Context: an optimization exercise on an open-source flow, tuned for small area, a short achievable clock period and few clock cycles per item. The choices shown serve that exercise and are no tape-out recipe. RTL that was checked went through simulation tests only; none was proved equivalent to the original. No activity file was given, so power comes from the tool's default toggle rates.

==> module frame_ram, before the edit <==
module frame_ram (
    input  logic       clk,
    input  logic       shift,
    input  logic [3:0] pair_in,      
    input  logic [7:0] raddr,
    output logic [1:0] rdata
);
    logic [511:0] mem;
    always_ff @(posedge clk) begin
        if (shift) begin
            mem <= {pair_in, mem[511:4]};
        end
    end
    logic [7:0] dlo, dmid;
    logic [3:0] dhi;
    logic [1:0] part [0:3];
    logic [1:0] part_n [0:3];
    always_comb begin
        for (int k = 0; k < 8; k++) begin
            dlo[k]  = (raddr[2:0] == 3'(k));
            dmid[k] = (raddr[5:3] == 3'(k));
        end
        for (int j = 0; j < 4; j++) begin
            dhi[j] = (raddr[7:6] == 2'(j));
        end
        for (int j = 0; j < 4; j++) begin
            part[j] = 2'b00;
            for (int i = 0; i < 8; i++) begin
                logic [1:0] g;
                g = 2'b00;
                for (int k = 0; k < 8; k++) begin
                    g = g | ({2{dlo[k]}} & mem[2*(64*j+8*i+k) +: 2]);
                end
                part[j] = part[j] | ({2{dmid[i]}} & g);
            end
            part[j] = {2{dhi[j]}} & part[j];
        end
    end
    always_ff @(posedge clk) begin
        for (int j = 0; j < 4; j++) begin
            part_n[j] <= ~part[j];
        end
    end
    assign rdata = ~(part_n[0] & part_n[1] & part_n[2] & part_n[3]);
endmodule
Settings: LEC_CHECK=0, CAP_MARGIN=20, CORE_MARGIN=2, CORE_UTILIZATION=60, CTS_BUF_LIST=sky130_fd_sc_hd__clkbuf_16, CTS_CLUSTER_DIAMETER=80, CTS_CLUSTER_SIZE=30, PLACE_DENSITY=0.8, SETUP_SLACK_MARGIN=5, SLEW_MARGIN=20, SYNTH_MEMORY_MAX_BITS=16384; clock period 8.0 ns.
standard.sh (not shown) runs the stock make flow with config.mk's settings and CLKGATE_MAP_FILE= SYNTH_SCRIPT=/design/flow/synth_recipe.tcl, a recipe that flattens the netlist after the stock synthesis.
==> flow/flow/run.sh <==
#!/bin/bash
# Layout flow: the standard ORFS flow (standard.sh) with two changes.
#  1. Synthesis is the standard one (synth_recipe.tcl, ORFS synth.tcl) except for the ABC
#     script that maps the combinational logic: flow/abc.script replaces ORFS's
#     abc_speed.script, in a copy of ORFS's scripts folder made here. Registers are
#     mapped exactly as in the standard synthesis.
#  2. The port buffers that global placement inserts are buf_2 cells.
# Each tool's output goes to a log file in this folder; ORFS also keeps its per-step logs
# under orfs/logs/.
set -euo pipefail
work=$(pwd)
rm -rf "$work/scripts_abc"
cp -r "$FLOW_HOME/scripts" "$work/scripts_abc"
cp "$work/flow/abc.script" "$work/scripts_abc/abc_speed.script"
bash standard.sh "SCRIPTS_DIR=$work/scripts_abc" synth > synth.log 2>&1
bash standard.sh "BUFFER_PORTS_ARGS=-buffer_cell sky130_fd_sc_hd__buf_2" finish > layout.log 2>&1
==> flow/flow/abc.script <==
&get -n
&st
&dch
&nf -R 20
&put
buffer -c
topo
stime -c
upsize -c
dnsize -c
==> next run, changes <==
--- a/flow/design.v
+++ b/flow/design.v
@@ -27,13 +27,13 @@
             mem <= {pair_in, mem[511:4]};
         end
     end
     logic [7:0] dlo, dmid;
     logic [3:0] dhi;
     logic [1:0] part [0:3];
-    logic [1:0] part_n [0:3];
+    logic [1:0] part_q [0:3];
     always_comb begin
         for (int k = 0; k < 8; k++) begin
             dlo[k]  = (raddr[2:0] == 3'(k));
             dmid[k] = (raddr[5:3] == 3'(k));
         end
         for (int j = 0; j < 4; j++) begin
@@ -51,16 +51,16 @@
             end
             part[j] = {2{dhi[j]}} & part[j];
         end
     end
     always_ff @(posedge clk) begin
         for (int j = 0; j < 4; j++) begin
-            part_n[j] <= ~part[j];
-        end
-    end
-    assign rdata = ~(part_n[0] & part_n[1] & part_n[2] & part_n[3]);
+            part_q[j] <= part[j];
+        end
+    end
+    assign rdata = part_q[0] | part_q[1] | part_q[2] | part_q[3];
 endmodule
 `timescale 1ns/1ns
 module class_cmp (
     input  logic [7:0] r,
     input  logic [7:0] g,
     input  logic [7:0] b,
Effect: The changed run passed the timing, design-rule and antenna checks. Power climbs by 2.0%. Setup slack got worse by 20 ps. First-iteration DRC count drops by 6.7%. Utilization drops by 1.8 points. Sequential share of layout area climbs by 1.6 points.
Testbench counts after the change, summed over its fixed seeds: cycles 30,746, frames 64.
For the first run of this note, only the layout was checked, not whether the RTL still works.

========
The RTL this note starts from:
==> flow/design.v <==
package seg_geom_pkg;
    localparam int IMG_W       = 16;
    localparam int IMG_H       = 16;
    localparam int NUM_CH      = 3;
    localparam int NUM_PIX     = IMG_W * IMG_H;
    localparam int NUM_BYTES   = NUM_PIX * NUM_CH;
    localparam int NUM_CLASSES = 4;
    typedef logic [7:0] pix_idx_t;
    typedef logic [1:0] label_t;
    typedef logic [7:0] pixel_t;
endpackage
package seg_ctrl_pkg;
    localparam int MEM_ADDR_W      = 20;
    localparam int WORDS_PER_FRAME = 192;
endpackage
`timescale 1ns/1ns
module frame_ram (
    input  logic       clk,
    input  logic       shift,
    input  logic [3:0] pair_in,      
    input  logic [7:0] raddr,
    output logic [1:0] rdata
);
    logic [511:0] mem;
    always_ff @(posedge clk) begin
        if (shift) begin
            mem <= {pair_in, mem[511:4]};
        end
    end
    logic [7:0]  dlo;
    logic [3:0]  dhi;
    logic [15:0] grp [0:3];
    logic [15:0] rd;
    logic [15:0] oct_q;
    logic [7:0]  sel_q;
    always_comb begin
        for (int k = 0; k < 8; k++) begin
            dlo[k] = (raddr[5:3] == 3'(k));
        end
        for (int i = 0; i < 4; i++) begin
            dhi[i] = (raddr[7:6] == 2'(i));
        end
        for (int i = 0; i < 4; i++) begin
            grp[i] = 16'h0000;
            for (int k = 0; k < 8; k++) begin
                grp[i] = grp[i] | ({16{dlo[k]}} & mem[16*(8*i+k) +: 16]);
            end
        end
        rd = 16'h0000;
        for (int i = 0; i < 4; i++) begin
            rd = rd | ({16{dhi[i]}} & grp[i]);
        end
    end
    always_ff @(posedge clk) begin
        oct_q <= rd;
        for (int k = 0; k < 8; k++) begin
            sel_q[k] <= (raddr[2:0] == 3'(k));
        end
    end
    always_comb begin
        rdata = 2'b00;
        for (int k = 0; k < 8; k++) begin
            rdata = rdata | ({2{sel_q[k]}} & oct_q[2*k +: 2]);
        end
    end
endmodule
`timescale 1ns/1ns
module class_cmp (
    input  logic [7:0] r,
    input  logic [7:0] g,
    input  logic [7:0] b,
    output logic [2:0] mx        
);
    function automatic logic ge8(input logic [7:0] x, input logic [7:0] y);
        logic c;
        c = 1'b1;
        for (int i = 0; i < 8; i++) begin
            c = (x[i] & ~y[i]) | (x[i] & c) | (~y[i] & c);
        end
        ge8 = c;
    endfunction
    logic r_ge_g, r_ge_b, g_ge_b;
    assign r_ge_g = ge8(r, g);
    assign r_ge_b = ge8(r, b);
    assign g_ge_b = ge8(g, b);
    assign mx[0] = r_ge_g && r_ge_b;
    assign mx[1] = !r_ge_g && g_ge_b;
    assign mx[2] = !mx[0] && !mx[1];
endmodule
module class_sort (
    input  logic [7:0] r,
    input  logic [7:0] g,
    input  logic [7:0] b,
    input  logic [2:0] mx,       
    output logic [7:0] m,        
    output logic [7:0] a1,       
    output logic [7:0] b1
);
    assign m  = ({8{mx[0]}} & r) | ({8{mx[1]}} & g) | ({8{mx[2]}} & b);
    assign a1 = ({8{mx[0]}} & g) | ({8{!mx[0]}} & r);
    assign b1 = ({8{mx[2]}} & g) | ({8{!mx[2]}} & b);
endmodule
module class_scorer (
    input  logic [7:0] m,        
    input  logic [7:0] a1,
    input  logic [7:0] b1,
    input  logic [1:0] mx,       
    output logic [1:0] lbl
);
    function automatic logic over(input logic [7:0] x, input logic [7:0] y, input logic [7:0] z);
        logic [10:0] p, q, s, k;
        logic [10:0] cc;
        logic c;
        integer i;
        p = 11'd0;
        q = 11'd0;
        for (i = 0; i < 8; i = i + 1) begin
            p[i]   = x[i] ^ y[i] ^ ~z[i];
            q[i+1] = (x[i] & y[i]) | (x[i] & ~z[i]) | (y[i] & ~z[i]);
        end
        cc = 11'd668;
        s = 11'd0;
        k = 11'd0;
        for (i = 0; i < 10; i = i + 1) begin
            s[i]   = p[i] ^ q[i] ^ cc[i];
            k[i+1] = cc[i] ? (p[i] | q[i]) : (p[i] & q[i]);
        end
        c = 1'b0;
        for (i = 0; i < 10; i = i + 1) begin
            c = (s[i] & k[i]) | (s[i] & c) | (k[i] & c);
        end
        over = c | k[10];
    endfunction
    always_comb begin
        if (over(a1, b1, m)) lbl = 2'd3;
        else if (mx[0])      lbl = 2'd0;
        else if (mx[1])      lbl = 2'd1;
        else                 lbl = 2'd2;
    end
endmodule
`timescale 1ns/1ns
module seg_top (
    input  logic                                clk,
    input  logic                                rst,
    input  logic                                start_process,
    output logic                                processing_done,
    output logic                                mem_req,
    output logic [seg_ctrl_pkg::MEM_ADDR_W-1:0] mem_addr,
    input  logic                                mem_ack,
    input  logic [31:0]                         mem_rdata,
    input  seg_geom_pkg::pix_idx_t              label_addr,
    output seg_geom_pkg::label_t                label,
    output logic [9:0]                          leds
);
    logic        busy;        
    logic        flag;        
    logic [7:0]  waddr;       
    logic [2:0]  wph;         
    logic        got;         
    logic        v1;          
    logic [1:0]  ph1;         
    logic        last1;       
    logic [23:0] pa;          
    logic [23:0] pb;          
    logic [2:0]  xa, xb;      
    logic [1:0]  pend;        
    logic        shift;       
    logic [3:0]  pair_in;     
    assign got = mem_req && mem_ack;
    always_ff @(posedge clk or posedge rst) begin
        if (rst) begin
            busy    <= 1'b0;
            flag    <= 1'b0;
            mem_req <= 1'b0;
            waddr   <= '0;
            wph     <= 3'b001;
            v1      <= 1'b0;
            ph1     <= '0;
            last1   <= 1'b0;
        end else begin
            v1    <= got;
            ph1   <= wph[2:1];
            last1 <= got && (waddr == 8'(seg_ctrl_pkg::WORDS_PER_FRAME - 1));
            if (!busy) begin
                if (start_process) begin
                    busy    <= 1'b1;
                    flag    <= 1'b0;
                    mem_req <= 1'b1;
                    waddr   <= '0;
                    wph     <= 3'b001;
                end
            end else begin
                if (got) begin
                    waddr <= waddr + 1'b1;
                    wph   <= {wph[1:0], wph[2]};
                    if (waddr == 8'(seg_ctrl_pkg::WORDS_PER_FRAME - 1)) begin
                        mem_req <= 1'b0;
                    end
                end
                if (v1 && last1) begin
                    busy <= 1'b0;
                    flag <= 1'b1;
                end
            end
        end
    end
    logic [15:0] h;
    logic [23:0] na;
    assign h = pb[23:8];
    always_comb begin
        na = ({24{wph[0]}} & mem_rdata[23:0])
           | ({24{wph[1]}} & {mem_rdata[15:0], h[15:8]})
           | ({24{wph[2]}} & {mem_rdata[7:0], h});
    end
    logic [2:0] nxa, nxb;
    class_cmp u_cmp_a (.r(na[7:0]), .g(na[15:8]), .b(na[23:16]), .mx(nxa));
    class_cmp u_cmp_b (.r(mem_rdata[15:8]), .g(mem_rdata[23:16]), .b(mem_rdata[31:24]), .mx(nxb));
    always_ff @(posedge clk) begin
        pa <= na;
        xa <= nxa;
        xb <= nxb;
        if (got) begin
            pb <= mem_rdata[31:8];
        end
    end
    logic [7:0] ma, a1a, b1a, mb, a1b, b1b;
    logic [1:0] la, lb;
    class_sort u_sort_a (.r(pa[7:0]), .g(pa[15:8]), .b(pa[23:16]), .mx(xa),
                         .m(ma), .a1(a1a), .b1(b1a));
    class_sort u_sort_b (.r(pb[7:0]), .g(pb[15:8]), .b(pb[23:16]), .mx(xb),
                         .m(mb), .a1(a1b), .b1(b1b));
    class_scorer u_cls_a (.m(ma), .a1(a1a), .b1(b1a), .mx(xa[1:0]), .lbl(la));
    class_scorer u_cls_b (.m(mb), .a1(a1b), .b1(b1b), .mx(xb[1:0]), .lbl(lb));
    always_ff @(posedge clk) begin
        if (v1 && ph1 == 2'd0) begin
            pend <= la;
        end
    end
    assign shift   = v1 && (ph1 != 2'd0);
    assign pair_in = ph1[0] ? {la, pend} : {lb, la};
    frame_ram u_label_ram (
        .clk     (clk),
        .shift   (shift),
        .pair_in (pair_in),
        .raddr   (label_addr),
        .rdata   (label)
    );
    assign processing_done = !busy;
    assign mem_addr        = {12'b0, waddr};
    assign leds            = {7'b0, flag, 1'b0, busy};
endmodule
==> flow/config.mk <==
export PLATFORM = sky130hd
export DESIGN_NAME = seg_top
export DESIGN_NICKNAME = seg_top
export VERILOG_FILES = /design/flow/design.v
export SDC_FILE = /design/flow/constraint.sdc
export NUM_CORES = 4
export LEC_CHECK = 0
export CAP_MARGIN = 20
export CORE_MARGIN = 2
export CORE_UTILIZATION = 60
export CTS_BUF_LIST = sky130_fd_sc_hd__clkbuf_16
export CTS_CLUSTER_DIAMETER = 60
export CTS_CLUSTER_SIZE = 24
export PLACE_DENSITY = 0.8
export SETUP_SLACK_MARGIN = 5
export SLEW_MARGIN = 20
export SYNTH_MEMORY_MAX_BITS = 16384
==> flow/constraint.sdc <==
create_clock -name core_clock -period 8.0 [get_ports {clk}]
set_input_delay 1.6000 -clock core_clock [delete_from_list [all_inputs] [get_ports {clk}]]
set_output_delay 1.6000 -clock core_clock [all_outputs]
set_load 0.01 [all_outputs]
Scripts as last shown in full above: flow/flow/run.sh, flow/flow/abc.script
Testbench counts at the start, summed over its fixed seeds: cycles 30,746, frames 64.
==> next run, changes <==
--- a/flow/design.v
+++ b/flow/design.v
@@ -28,41 +28,37 @@
         end
     end
     logic [7:0]  dlo;
-    logic [3:0]  dhi;
-    logic [15:0] grp [0:3];
-    logic [15:0] rd;
-    logic [15:0] oct_q;
-    logic [7:0]  sel_q;
+    logic [15:0] dmid;
+    logic [1:0]  dhi;
+    logic [1:0]  part [0:1];
+    logic [1:0]  part_q [0:1];
     always_comb begin
         for (int k = 0; k < 8; k++) begin
-            dlo[k] = (raddr[5:3] == 3'(k));
-        end
-        for (int i = 0; i < 4; i++) begin
-            dhi[i] = (raddr[7:6] == 2'(i));
-        end
-        for (int i = 0; i < 4; i++) begin
-            grp[i] = 16'h0000;
-            for (int k = 0; k < 8; k++) begin
-                grp[i] = grp[i] | ({16{dlo[k]}} & mem[16*(8*i+k) +: 16]);
+            dlo[k] = (raddr[2:0] == 3'(k));
+        end
+        for (int i = 0; i < 16; i++) begin
+            dmid[i] = (raddr[6:3] == 4'(i));
+        end
+        dhi = {raddr[7], !raddr[7]};
+        for (int j = 0; j < 2; j++) begin
+            part[j] = 2'b00;
+            for (int i = 0; i < 16; i++) begin
+                logic [1:0] g;
+                g = 2'b00;
+                for (int k = 0; k < 8; k++) begin
+                    g = g | ({2{dlo[k]}} & mem[2*(128*j+8*i+k) +: 2]);
+                end
+                part[j] = part[j] | ({2{dmid[i]}} & g);
             end
-        end
-        rd = 16'h0000;
-        for (int i = 0; i < 4; i++) begin
-            rd = rd | ({16{dhi[i]}} & grp[i]);
-        end
-    end
-    always_ff @(posedge clk) begin
-        oct_q <= rd;
-        for (int k = 0; k < 8; k++) begin
-            sel_q[k] <= (raddr[2:0] == 3'(k));
-        end
-    end
-    always_comb begin
-        rdata = 2'b00;
-        for (int k = 0; k < 8; k++) begin
-            rdata = rdata | ({2{sel_q[k]}} & oct_q[2*k +: 2]);
-        end
-    end
+            part[j] = {2{dhi[j]}} & part[j];
+        end
+    end
+    always_ff @(posedge clk) begin
+        for (int j = 0; j < 2; j++) begin
+            part_q[j] <= part[j];
+        end
+    end
+    assign rdata = part_q[0] | part_q[1];
 endmodule
 `timescale 1ns/1ns
 module class_cmp (
Effect:
- The new run finished clean
- power falls by about 1.8%
- register-to-register slack got worse by 0.26 ns
- synthesized area drops by about 0.9%
- wire length climbs by about 10%
- synthesized cell count climbs by 2.1%
- critical path depth grows by 9
- worst setup slack gets better by 0.085 ns
- design area is higher by about 0.6%
- final cell count goes up by about 2.6%
- core utilization goes up by 1.7 points
Function not checked in the second run of this note: the RTL went through the layout flow alone.

========
seg_top, a different RTL version from the one above (not shown whole).
Size: ~1600 cells after synthesis, roughly 78 I/O pins.
Design seg_top, start of the top module:
module seg_top (
    input  logic                                clk,
    input  logic                                rst,
    input  logic                                start_process,
    output logic                                processing_done,
    output logic                                mem_req,
    output logic [seg_ctrl_pkg::MEM_ADDR_W-1:0] mem_addr,
    input  logic                                mem_ack,
    input  logic [31:0]                         mem_rdata,
    input  seg_geom_pkg::pix_idx_t              label_addr,
    output seg_geom_pkg::label_t                label,
    output logic [9:0]                          leds
);
==> module frame_ram, before the edit <==
module frame_ram (
    input  logic       clk,
    input  logic       shift,
    input  logic [3:0] pair_in,      
    input  logic [7:0] raddr,
    output logic [1:0] rdata
);
    logic [511:0] mem;
    always_ff @(posedge clk) begin
        if (shift) begin
            mem <= {pair_in, mem[511:4]};
        end
    end
    logic [7:0]  dlo;
    logic [15:0] dhi;
    logic [3:0]  grp [0:15];
    logic [3:0]  rd;
    logic [3:0]  pair_q;
    logic        odd_q;
    always_comb begin
        for (int k = 0; k < 8; k++) begin
            dlo[k] = (raddr[3:1] == 3'(k));
        end
        for (int i = 0; i < 16; i++) begin
            dhi[i] = (raddr[7:4] == 4'(i));
        end
        for (int i = 0; i < 16; i++) begin
            grp[i] = 4'b0000;
            for (int k = 0; k < 8; k++) begin
                grp[i] = grp[i] | ({4{dlo[k]}} & mem[4*(8*i+k) +: 4]);
            end
        end
        rd = 4'b0000;
        for (int i = 0; i < 16; i++) begin
            rd = rd | ({4{dhi[i]}} & grp[i]);
        end
    end
    always_ff @(posedge clk) begin
        pair_q <= rd;
        odd_q  <= raddr[0];
    end
    assign rdata = odd_q ? pair_q[3:2] : pair_q[1:0];
endmodule
make LEC_CHECK=0 CAP_MARGIN=20 CORE_MARGIN=2 CORE_UTILIZATION=60 CTS_BUF_LIST=sky130_fd_sc_hd__clkbuf_16 CTS_CLUSTER_DIAMETER=60 CTS_CLUSTER_SIZE=24 PLACE_DENSITY=0.8 SETUP_SLACK_MARGIN=5 SLEW_MARGIN=20 SYNTH_MEMORY_MAX_BITS=16384 finish   # period 8.0 ns
run.sh (not shown) runs the stock make flow with config.mk's settings and CLKGATE_MAP_FILE= SYNTH_SCRIPT=/design/flow/synth_recipe.tcl, a recipe that flattens the netlist after the stock synthesis.
Stock flow here: none of the scripts above is used.
Change:
--- a/flow/design.v
+++ b/flow/design.v
@@ -24,41 +24,46 @@
     logic [511:0] mem;
     always_ff @(posedge clk) begin
         if (shift) begin
             mem <= {pair_in, mem[511:4]};
         end
     end
-    logic [7:0]  dlo;
-    logic [15:0] dhi;
-    logic [3:0]  grp [0:15];
-    logic [3:0]  rd;
-    logic [3:0]  pair_q;
-    logic        odd_q;
+    logic [7:0] dlo;
+    logic [7:0] dhi;
+    logic [7:0] grp [0:7];
+    logic [7:0] rd;
+    logic [7:0] quad_q;
+    logic [3:0] sel_q;
     always_comb begin
         for (int k = 0; k < 8; k++) begin
-            dlo[k] = (raddr[3:1] == 3'(k));
-        end
-        for (int i = 0; i < 16; i++) begin
-            dhi[i] = (raddr[7:4] == 4'(i));
-        end
-        for (int i = 0; i < 16; i++) begin
-            grp[i] = 4'b0000;
+            dlo[k] = (raddr[4:2] == 3'(k));
+            dhi[k] = (raddr[7:5] == 3'(k));
+        end
+        for (int i = 0; i < 8; i++) begin
+            grp[i] = 8'h00;
             for (int k = 0; k < 8; k++) begin
-                grp[i] = grp[i] | ({4{dlo[k]}} & mem[4*(8*i+k) +: 4]);
+                grp[i] = grp[i] | ({8{dlo[k]}} & mem[8*(8*i+k) +: 8]);
             end
         end
-        rd = 4'b0000;
-        for (int i = 0; i < 16; i++) begin
-            rd = rd | ({4{dhi[i]}} & grp[i]);
-        end
-    end
-    always_ff @(posedge clk) begin
-        pair_q <= rd;
-        odd_q  <= raddr[0];
-    end
-    assign rdata = odd_q ? pair_q[3:2] : pair_q[1:0];
+        rd = 8'h00;
+        for (int i = 0; i < 8; i++) begin
+            rd = rd | ({8{dhi[i]}} & grp[i]);
+        end
+    end
+    always_ff @(posedge clk) begin
+        quad_q <= rd;
+        for (int k = 0; k < 4; k++) begin
+            sel_q[k] <= (raddr[1:0] == 2'(k));
+        end
+    end
+    always_comb begin
+        rdata = 2'b00;
+        for (int k = 0; k < 4; k++) begin
+            rdata = rdata | ({2{sel_q[k]}} & quad_q[2*k +: 2]);
+        end
+    end
 endmodule
 `timescale 1ns/1ns
 module class_cmp (
     input  logic [7:0] r,
     input  logic [7:0] g,
     input  logic [7:0] b,
What happened: The changed run ran to the end with no violations; hold slack degrades by 9.6 ps; worst setup slack improves by 210 ps; core utilization goes down by 0.77 points; wire length goes up by 1.1%; final cell count goes up by 2.0%.
No functional check of the RTL was part of any run of this note.

-- what the ideal ports hide --
The results above use ideal ports. As a check the final layouts listed here were re-extracted and re-timed, cells and wires unchanged.
Step 1 sets driving cells, clkbuf_16 on the clock port and buf_2 on the other inputs (assumed; they add their load-dependent delay and slew).
Step 2, shift: input delay + t, output delay - t, t = (earliest + latest rising clock arrival at the registers) / 2. This alone moves slack from input paths to output paths.
Three values: ideal ports, drivers, drivers and shift; two values: the first two.
| run | t, ns | setup WS [ns] | worst register clock-pin slew, ns | pins driven straight from the clock port |
|---|---|---|---|---|
| the first run of note 1 | 0.644 | 4.765 / 4.765 / 4.129 | 0.12 / 0.12 | 1 |
| the second run of note 1 | 0.641 | 4.745 / 4.692 / 4.352 | 0.12 / 0.12 | 1 |
| the first run of note 2 | 0.597 | 4.677 / 4.627 / 4.461 | 0.10 / 0.10 | 1 |
| the second run of note 2 | 0.636 | 4.762 / 4.762 / 4.208 | 0.11 / 0.11 | 1 |
| the first run of note 3 | 0.638 | 4.745 / 4.470 / 3.832 | 0.11 / 0.11 | 1 |
| the second run of note 3 | 0.635 | 4.952 / 4.818 / 4.183 | 0.10 / 0.10 | 1 |
After both steps setup and hold are still met in every run listed. The setup slack of the first run of note 3, which loses most, moves by -0.275 ns with the drivers and by -0.913 ns with both steps.
